This is an optimization exercise on Yosys and OpenROAD, whose aim is small area, a short achievable clock period and few clock cycles, not a production implementation.
RTL that was checked went through simulation tests only; none was proved equivalent to the original.
Power figures rest on the tool's default switching activity, not on a simulated workload.

==> flow/design.v <==
package dma_pkg;
    localparam int DATA_W     = 32;
    localparam int PADDR_W    = 32;
    localparam int WORD_AW    = 16;           
    localparam int BE_W       = DATA_W / 8;
    localparam int SIZE_W     = 16;
    localparam int FIFO_DEPTH = 4;
    localparam int FIFO_LVL_W = 3;            
    localparam int BANK_BIT   = 20;           
    localparam logic [PADDR_W-1:0] REG_SRC  = 32'h0000_0000;
    localparam logic [PADDR_W-1:0] REG_DST  = 32'h0000_0004;
    localparam logic [PADDR_W-1:0] REG_SIZE = 32'h0000_0008;
    localparam logic [PADDR_W-1:0] REG_MODE = 32'h0000_000c;
    localparam logic [PADDR_W-1:0] REG_INT  = 32'h0000_0010;
    localparam logic [BE_W-1:0] BE_ALL  = '1;
    localparam logic [BE_W-1:0] BE_NONE = '0;
    typedef union packed {
        logic [DATA_W-1:0] raw;
        struct packed {
            logic [DATA_W-BANK_BIT-2:0] unused_hi;     
            logic                       bank;
            logic [1:0]                 unused_lo;     
            logic [WORD_AW-1:0]         word;
            logic [1:0]                 offset;
        } f;
    } dma_addr_u;
endpackage
`timescale 1ns/10ps
module dma_top (
    input  logic                        CLK,
    input  logic                        RSTN,
    output logic                        INTR,
    input  logic                        PSEL,
    input  logic                        PENABLE,
    output logic                        PREADY,
    input  logic                        PWRITE,
    input  logic [dma_pkg::PADDR_W-1:0] PADDR,
    input  logic [dma_pkg::DATA_W-1:0]  PWDATA,
    output logic [dma_pkg::DATA_W-1:0]  PRDATA,
    output logic                        mem0_en,
    output logic [dma_pkg::BE_W-1:0]    mem0_we,
    output logic [dma_pkg::WORD_AW-1:0] mem0_addr,
    output logic [dma_pkg::DATA_W-1:0]  mem0_wdata,
    input  logic [dma_pkg::DATA_W-1:0]  mem0_rdata,
    output logic                        mem1_en,
    output logic [dma_pkg::BE_W-1:0]    mem1_we,
    output logic [dma_pkg::WORD_AW-1:0] mem1_addr,
    output logic [dma_pkg::DATA_W-1:0]  mem1_wdata,
    input  logic [dma_pkg::DATA_W-1:0]  mem1_rdata
);
    logic [31:0] src;
    logic [31:0] dst;
    logic [15:0] size;
    logic        busy;           
    logic        int_done;       
    logic        start_q;        
    logic        setup;
    logic        start;
    logic        wen_src, wen_dst, wen_size, wen_int;
    logic        last_wr;        
    assign PREADY = 1'b1;
    assign setup  = PSEL & ~PENABLE;
    logic armed;
    always_ff @(posedge CLK or negedge RSTN) begin
        if (!RSTN)
            armed <= 1'b0;
        else
            armed <= 1'b1;
    end
    logic [3:0] ws;
    logic [4:0] rs;
    logic       dec_src, dec_dst, dec_size, dec_mode, dec_int;
    logic       v_src, v_dst, v_size;
    assign dec_src  = PADDR == dma_pkg::REG_SRC;
    assign dec_dst  = PADDR == dma_pkg::REG_DST;
    assign dec_size = PADDR == dma_pkg::REG_SIZE;
    assign dec_mode = PADDR == dma_pkg::REG_MODE;
    assign dec_int  = PADDR == dma_pkg::REG_INT;
    always_ff @(posedge CLK) begin
        ws[0]   <= setup & PWRITE & dec_src;
        ws[1]   <= setup & PWRITE & dec_dst;
        ws[2]   <= setup & PWRITE & dec_size;
        ws[3]   <= setup & PWRITE & dec_int;
        rs[0]   <= setup & dec_src & v_src;
        rs[1]   <= setup & dec_dst & v_dst;
        rs[2]   <= setup & dec_size & v_size;
        rs[3]   <= setup & dec_mode;
        rs[4]   <= setup & dec_int;
        start_q <= n_start_q;
    end
    assign start    = start_q & armed & ~busy;
    assign wen_src  = ws[0] & armed & ~busy;
    assign wen_dst  = ws[1] & armed & ~busy;
    assign wen_size = ws[2] & armed & ~busy;
    assign wen_int  = ws[3] & armed & PWDATA[0];
    logic [31:0] src_q, dst_q;
    logic [15:0] size_q;
    always_ff @(posedge CLK) begin
        if (wen_src)  src_q  <= PWDATA;
        if (wen_dst)  dst_q  <= PWDATA;
        if (wen_size) size_q <= PWDATA[15:0];
    end
    assign src  = src_q & {32{v_src}};
    assign dst  = dst_q & {32{v_dst}};
    assign size = size_q & {16{v_size}};
    always_ff @(posedge CLK or negedge RSTN) begin
        if (!RSTN) begin
            v_src    <= 1'b0;
            v_dst    <= 1'b0;
            v_size   <= 1'b0;
            int_done <= 1'b0;
            INTR     <= 1'b0;
        end else begin
            if (wen_src)  v_src  <= 1'b1;
            if (wen_dst)  v_dst  <= 1'b1;
            if (wen_size) v_size <= 1'b1;
            if (wen_int)
                int_done <= 1'b0;
            INTR <= last_wr | (start & size == '0);
            if (last_wr | (start & size == '0))     
                int_done <= 1'b1;
        end
    end
    assign PRDATA = ({32{rs[0]}} & src_q)
                  | ({32{rs[1]}} & dst_q)
                  | {16'd0, {16{rs[2]}} & size_q}
                  | {31'd0, rs[3] & busy}
                  | {31'd0, rs[4] & int_done};
    logic        sb, db, same;   
    logic [1:0]  so, dof;
    logic        s;              
    logic [1:0]  c;              
    logic [1:0]  end_off;
    logic [3:0]  first_be, last_be;
    logic        one_word;       
    logic        one_word_q;
    assign sb       = src[dma_pkg::BANK_BIT];
    assign db       = dst[dma_pkg::BANK_BIT];
    assign same     = sb == db;
    assign so       = src[1:0];
    assign dof      = dst[1:0];
    assign s        = dof < so;
    assign c        = 2'((4'(dof) + 4'(size[1:0]) + 4'd3) >> 2);
    assign end_off  = dof + size[1:0];
    assign first_be = 4'hf << dof;
    assign last_be  = (end_off == 2'd0) ? 4'hf : ~(4'hf << end_off);
    assign one_word = (size[15:2] == 14'd0 && c == 2'd1) || (size[15:2] == 14'd1 && c == 2'd0);
    logic        reload;         
    logic        iss;            
    logic        rd_now;         
    logic        wr0, wr1, rd0, rd1;
    logic        infl;           
    logic        ready;          
    logic        skip;           
    logic        last;           
    logic [1:0]  d;              
    logic [3:0]  be;             
    logic        asel0, asel1;   
    logic [15:0] rd_addr;
    logic [15:0] wr_addr;
    logic [13:0] q;              
    logic [1:0]  ext;
    logic [31:0] W;              
    logic [23:0] C;              
    logic [31:0] rdata;
    logic        wr_now, rem2;
    logic        n_busy, n_ready, n_reload, n_skip, n_start_q, n_wr_now, n_rd;
    assign wr_now  = busy & ready;
    assign last_wr = wr_now & last;
    assign rem2 = (q == 14'd2 && ext == 2'd0) || (q == 14'd1 && ext == 2'd1)
               || (q == 14'd0 && ext == 2'd2);
    assign n_busy    = (busy & ~last_wr) | (start & size != '0);
    assign n_reload  = wen_src | wen_dst | last_wr;
    assign n_ready   = ~reload & ((infl & ~skip) | (ready & ~wr_now));
    assign n_skip    = reload ? s : (skip & ~infl);
    assign n_start_q = setup && PWRITE && PADDR == dma_pkg::REG_MODE && PWDATA == 32'd1;
    assign n_wr_now  = n_busy & n_ready;
    assign n_rd      = ~n_reload & ~(same & n_wr_now);
    assign rd_now    = rd0 | rd1;
    assign iss       = rd_now & ~reload & (busy | start_q | (~ready & ~(infl & ~skip)));
    assign rdata = sb ? mem0_rdata : mem1_rdata;
    logic [7:0] l0, l1, l2, l3;
    logic [31:0] w_nx;
    logic [23:0] c_nx;
    assign {l3, l2, l1, l0} = rdata;
    always_comb begin
        case (d)
            2'd0: w_nx = {l3, l2, l1, l0};
            2'd1: w_nx = {l2, l1, l0, C[7:0]};
            2'd2: w_nx = {l1, l0, C[15:0]};
            default: w_nx = {l0, C[23:0]};
        endcase
        c_nx[23:16] = l3;
        c_nx[15:8]  = (d == 2'd2) ? l3 : l2;
        case (d)
            2'd1: c_nx[7:0] = l3;
            2'd2: c_nx[7:0] = l2;
            default: c_nx[7:0] = l1;
        endcase
    end
    always_ff @(posedge CLK or negedge RSTN) begin
        if (!RSTN) begin
            busy   <= 1'b0;
            reload <= 1'b1;
        end else begin
            busy   <= n_busy;
            reload <= n_reload;
        end
    end
    always_ff @(posedge CLK) begin
        d          <= dof - so;
        one_word_q <= one_word;
        infl  <= iss;
        ready <= n_ready;
        skip  <= n_skip;
        asel0 <= db & (~sb | n_wr_now);
        asel1 <= ~db & (sb | n_wr_now);
        if (infl) begin
            W <= w_nx;
            C <= c_nx;
        end
        rd_addr <= reload ? src[17:2] : rd_addr + 16'(iss);
        wr_addr <= start ? dst[17:2] : wr_addr + 16'(wr_now);
        q       <= start ? size[15:2] : q - 14'(wr_now & ext == 2'd0);
        if (start) begin
            ext     <= c;
            last    <= one_word_q;
            be      <= first_be & (one_word_q ? last_be : 4'hf);
        end else if (wr_now) begin
            if (ext != 2'd0)
                ext <= ext - 1'b1;
            last <= rem2;
            be   <= rem2 ? last_be : 4'hf;
        end
    end
    always_ff @(posedge CLK or negedge RSTN) begin
        if (!RSTN) begin
            wr0 <= 1'b0;
            wr1 <= 1'b0;
        end else begin
            wr0 <= db & n_wr_now;
            wr1 <= ~db & n_wr_now;
        end
    end
    always_ff @(posedge CLK) begin
        rd0 <= sb & n_rd;
        rd1 <= ~sb & n_rd;
    end
    assign mem0_en    = wr0 | rd0;
    assign mem1_en    = wr1 | rd1;
    assign mem0_we    = wr0 ? be : 4'd0;
    assign mem1_we    = wr1 ? be : 4'd0;
    assign mem0_addr  = asel0 ? wr_addr : rd_addr;
    assign mem1_addr  = asel1 ? wr_addr : rd_addr;
    assign mem0_wdata = W;
    assign mem1_wdata = W;
endmodule
Settings: LEC_CHECK=0, CAP_MARGIN=20, CORE_MARGIN=2, CORE_UTILIZATION=50, SETUP_SLACK_MARGIN=3.3, SLEW_MARGIN=20; clock period 6.0 ns.
standard.sh (not shown) runs the stock make flow with config.mk's settings and CLKGATE_MAP_FILE= SYNTH_SCRIPT=/design/flow/synth_recipe.tcl, a recipe that flattens the netlist after the stock synthesis.
==> flow/flow/run.sh <==
#!/bin/bash
# Standard ORFS layout (standard.sh) with changes to port buffers and CTS.
set -euo pipefail
export BUFFER_PORTS_ARGS="-buffer_cell sky130_fd_sc_hd__buf_1"
export CTS_ARGS="-sink_clustering_enable -repair_clock_nets -dont_use_dummy_load -buf_list {sky130_fd_sc_hd__clkbuf_8 sky130_fd_sc_hd__clkbuf_16} -sink_clustering_size 25 -sink_clustering_max_diameter 150"
bash standard.sh > standard_make.log 2>&1
The baseline passed the timing, design-rule and antenna checks.
Testbench counts at the start, summed over its fixed seeds: cycles 17,162.
Next try:
--- a/flow/design.v
+++ b/flow/design.v
@@ -66,12 +66,13 @@
             armed <= 1'b0;
         else
             armed <= 1'b1;
     end
     logic [3:0] ws;
     logic [4:0] rs;
+    logic [1:0] rsh;         
     logic       dec_src, dec_dst, dec_size, dec_mode, dec_int;
     logic       v_src, v_dst, v_size;
     assign dec_src  = PADDR == dma_pkg::REG_SRC;
     assign dec_dst  = PADDR == dma_pkg::REG_DST;
     assign dec_size = PADDR == dma_pkg::REG_SIZE;
     assign dec_mode = PADDR == dma_pkg::REG_MODE;
@@ -83,12 +84,14 @@
         ws[3]   <= setup & PWRITE & dec_int;
         rs[0]   <= setup & dec_src & v_src;
         rs[1]   <= setup & dec_dst & v_dst;
         rs[2]   <= setup & dec_size & v_size;
         rs[3]   <= setup & dec_mode;
         rs[4]   <= setup & dec_int;
+        rsh[0]  <= setup & ~PWRITE & dec_src & v_src;
+        rsh[1]  <= setup & ~PWRITE & dec_dst & v_dst;
         start_q <= n_start_q;
     end
     assign start    = start_q & armed & ~busy;
     assign wen_src  = ws[0] & armed & ~busy;
     assign wen_dst  = ws[1] & armed & ~busy;
     assign wen_size = ws[2] & armed & ~busy;
@@ -118,14 +121,14 @@
                 int_done <= 1'b0;
             INTR <= last_wr | (start & size == '0);
             if (last_wr | (start & size == '0))     
                 int_done <= 1'b1;
         end
     end
-    assign PRDATA = ({32{rs[0]}} & src_q)
-                  | ({32{rs[1]}} & dst_q)
+    assign PRDATA = {({16{rsh[0]}} & src_q[31:16]) | ({16{rsh[1]}} & dst_q[31:16]),
+                     ({16{rs[0]}} & src_q[15:0]) | ({16{rs[1]}} & dst_q[15:0])}
                   | {16'd0, {16{rs[2]}} & size_q}
                   | {31'd0, rs[3] & busy}
                   | {31'd0, rs[4] & int_done};
     logic        sb, db, same;   
     logic [1:0]  so, dof;
     logic        s;              
@@ -153,12 +156,13 @@
     logic        ready;          
     logic        skip;           
     logic        last;           
     logic [1:0]  d;              
     logic [3:0]  be;             
     logic        asel0, asel1;   
+    logic        asel0h, asel1h;  
     logic [15:0] rd_addr;
     logic [15:0] wr_addr;
     logic [13:0] q;              
     logic [1:0]  ext;
     logic [31:0] W;              
     logic [23:0] C;              
@@ -212,12 +216,14 @@
         one_word_q <= one_word;
         infl  <= iss;
         ready <= n_ready;
         skip  <= n_skip;
         asel0 <= db & (~sb | n_wr_now);
         asel1 <= ~db & (sb | n_wr_now);
+        asel0h <= db & (~sb | n_wr_now | n_reload);
+        asel1h <= ~db & (sb | n_wr_now | n_reload);
         if (infl) begin
             W <= w_nx;
             C <= c_nx;
         end
         rd_addr <= reload ? src[17:2] : rd_addr + 16'(iss);
         wr_addr <= start ? dst[17:2] : wr_addr + 16'(wr_now);
@@ -247,11 +253,11 @@
         rd1 <= ~sb & n_rd;
     end
     assign mem0_en    = wr0 | rd0;
     assign mem1_en    = wr1 | rd1;
     assign mem0_we    = wr0 ? be : 4'd0;
     assign mem1_we    = wr1 ? be : 4'd0;
-    assign mem0_addr  = asel0 ? wr_addr : rd_addr;
-    assign mem1_addr  = asel1 ? wr_addr : rd_addr;
+    assign mem0_addr  = {asel0h ? wr_addr[15:8] : rd_addr[15:8], asel0 ? wr_addr[7:0] : rd_addr[7:0]};
+    assign mem1_addr  = {asel1h ? wr_addr[15:8] : rd_addr[15:8], asel1 ? wr_addr[7:0] : rd_addr[7:0]};
     assign mem0_wdata = W;
     assign mem1_wdata = W;
 endmodule
=> The new run ran to the end with no violations; wire length fell by 2.3%; non-clock buffer count fell by 19; combinational power rose by about 0.6%; via count fell by 2.4%; first-iteration DRC count fell by 10%; register-to-register slack hardly moves.
For the second run of this note, only the layout was checked, not whether the RTL still works.

-- re-timing with driven ports --
No port has a modelled driver above. Below, the same layouts with a new extraction and two added sets of constraints.
Step 1, drivers: a clkbuf_16 drives CLK and a buf_2 each remaining input, both assumed.
Step 2 adds t to the input delays and takes it off the output delays; t is the mean of the earliest and latest rising clock arrival at the registers after step 1. Input paths then give back, and output paths get back, about the clock's delay inside the block.
Slacks: no drivers / after step 1 / after step 2; pairs: no drivers / after step 1.
| run | shift t [ns] | setup WS [ns] | worst register clock-pin slew, ns | worst slew at a driven data input, ns | cell pins on the clock port's net |
|---|---|---|---|---|---|
| the first run | 0.512 | 3.312 / 3.266 / 3.304 | 0.10 / 0.10 | 0.04 | 1 |
| the second run | 0.514 | 3.221 / 3.174 / 3.211 | 0.10 / 0.10 | 0.05 | 1 |
After both steps setup and hold are still met in every run listed. The setup slack of the second run, which loses most, moves by -0.047 ns with the drivers and by -0.010 ns with both steps.
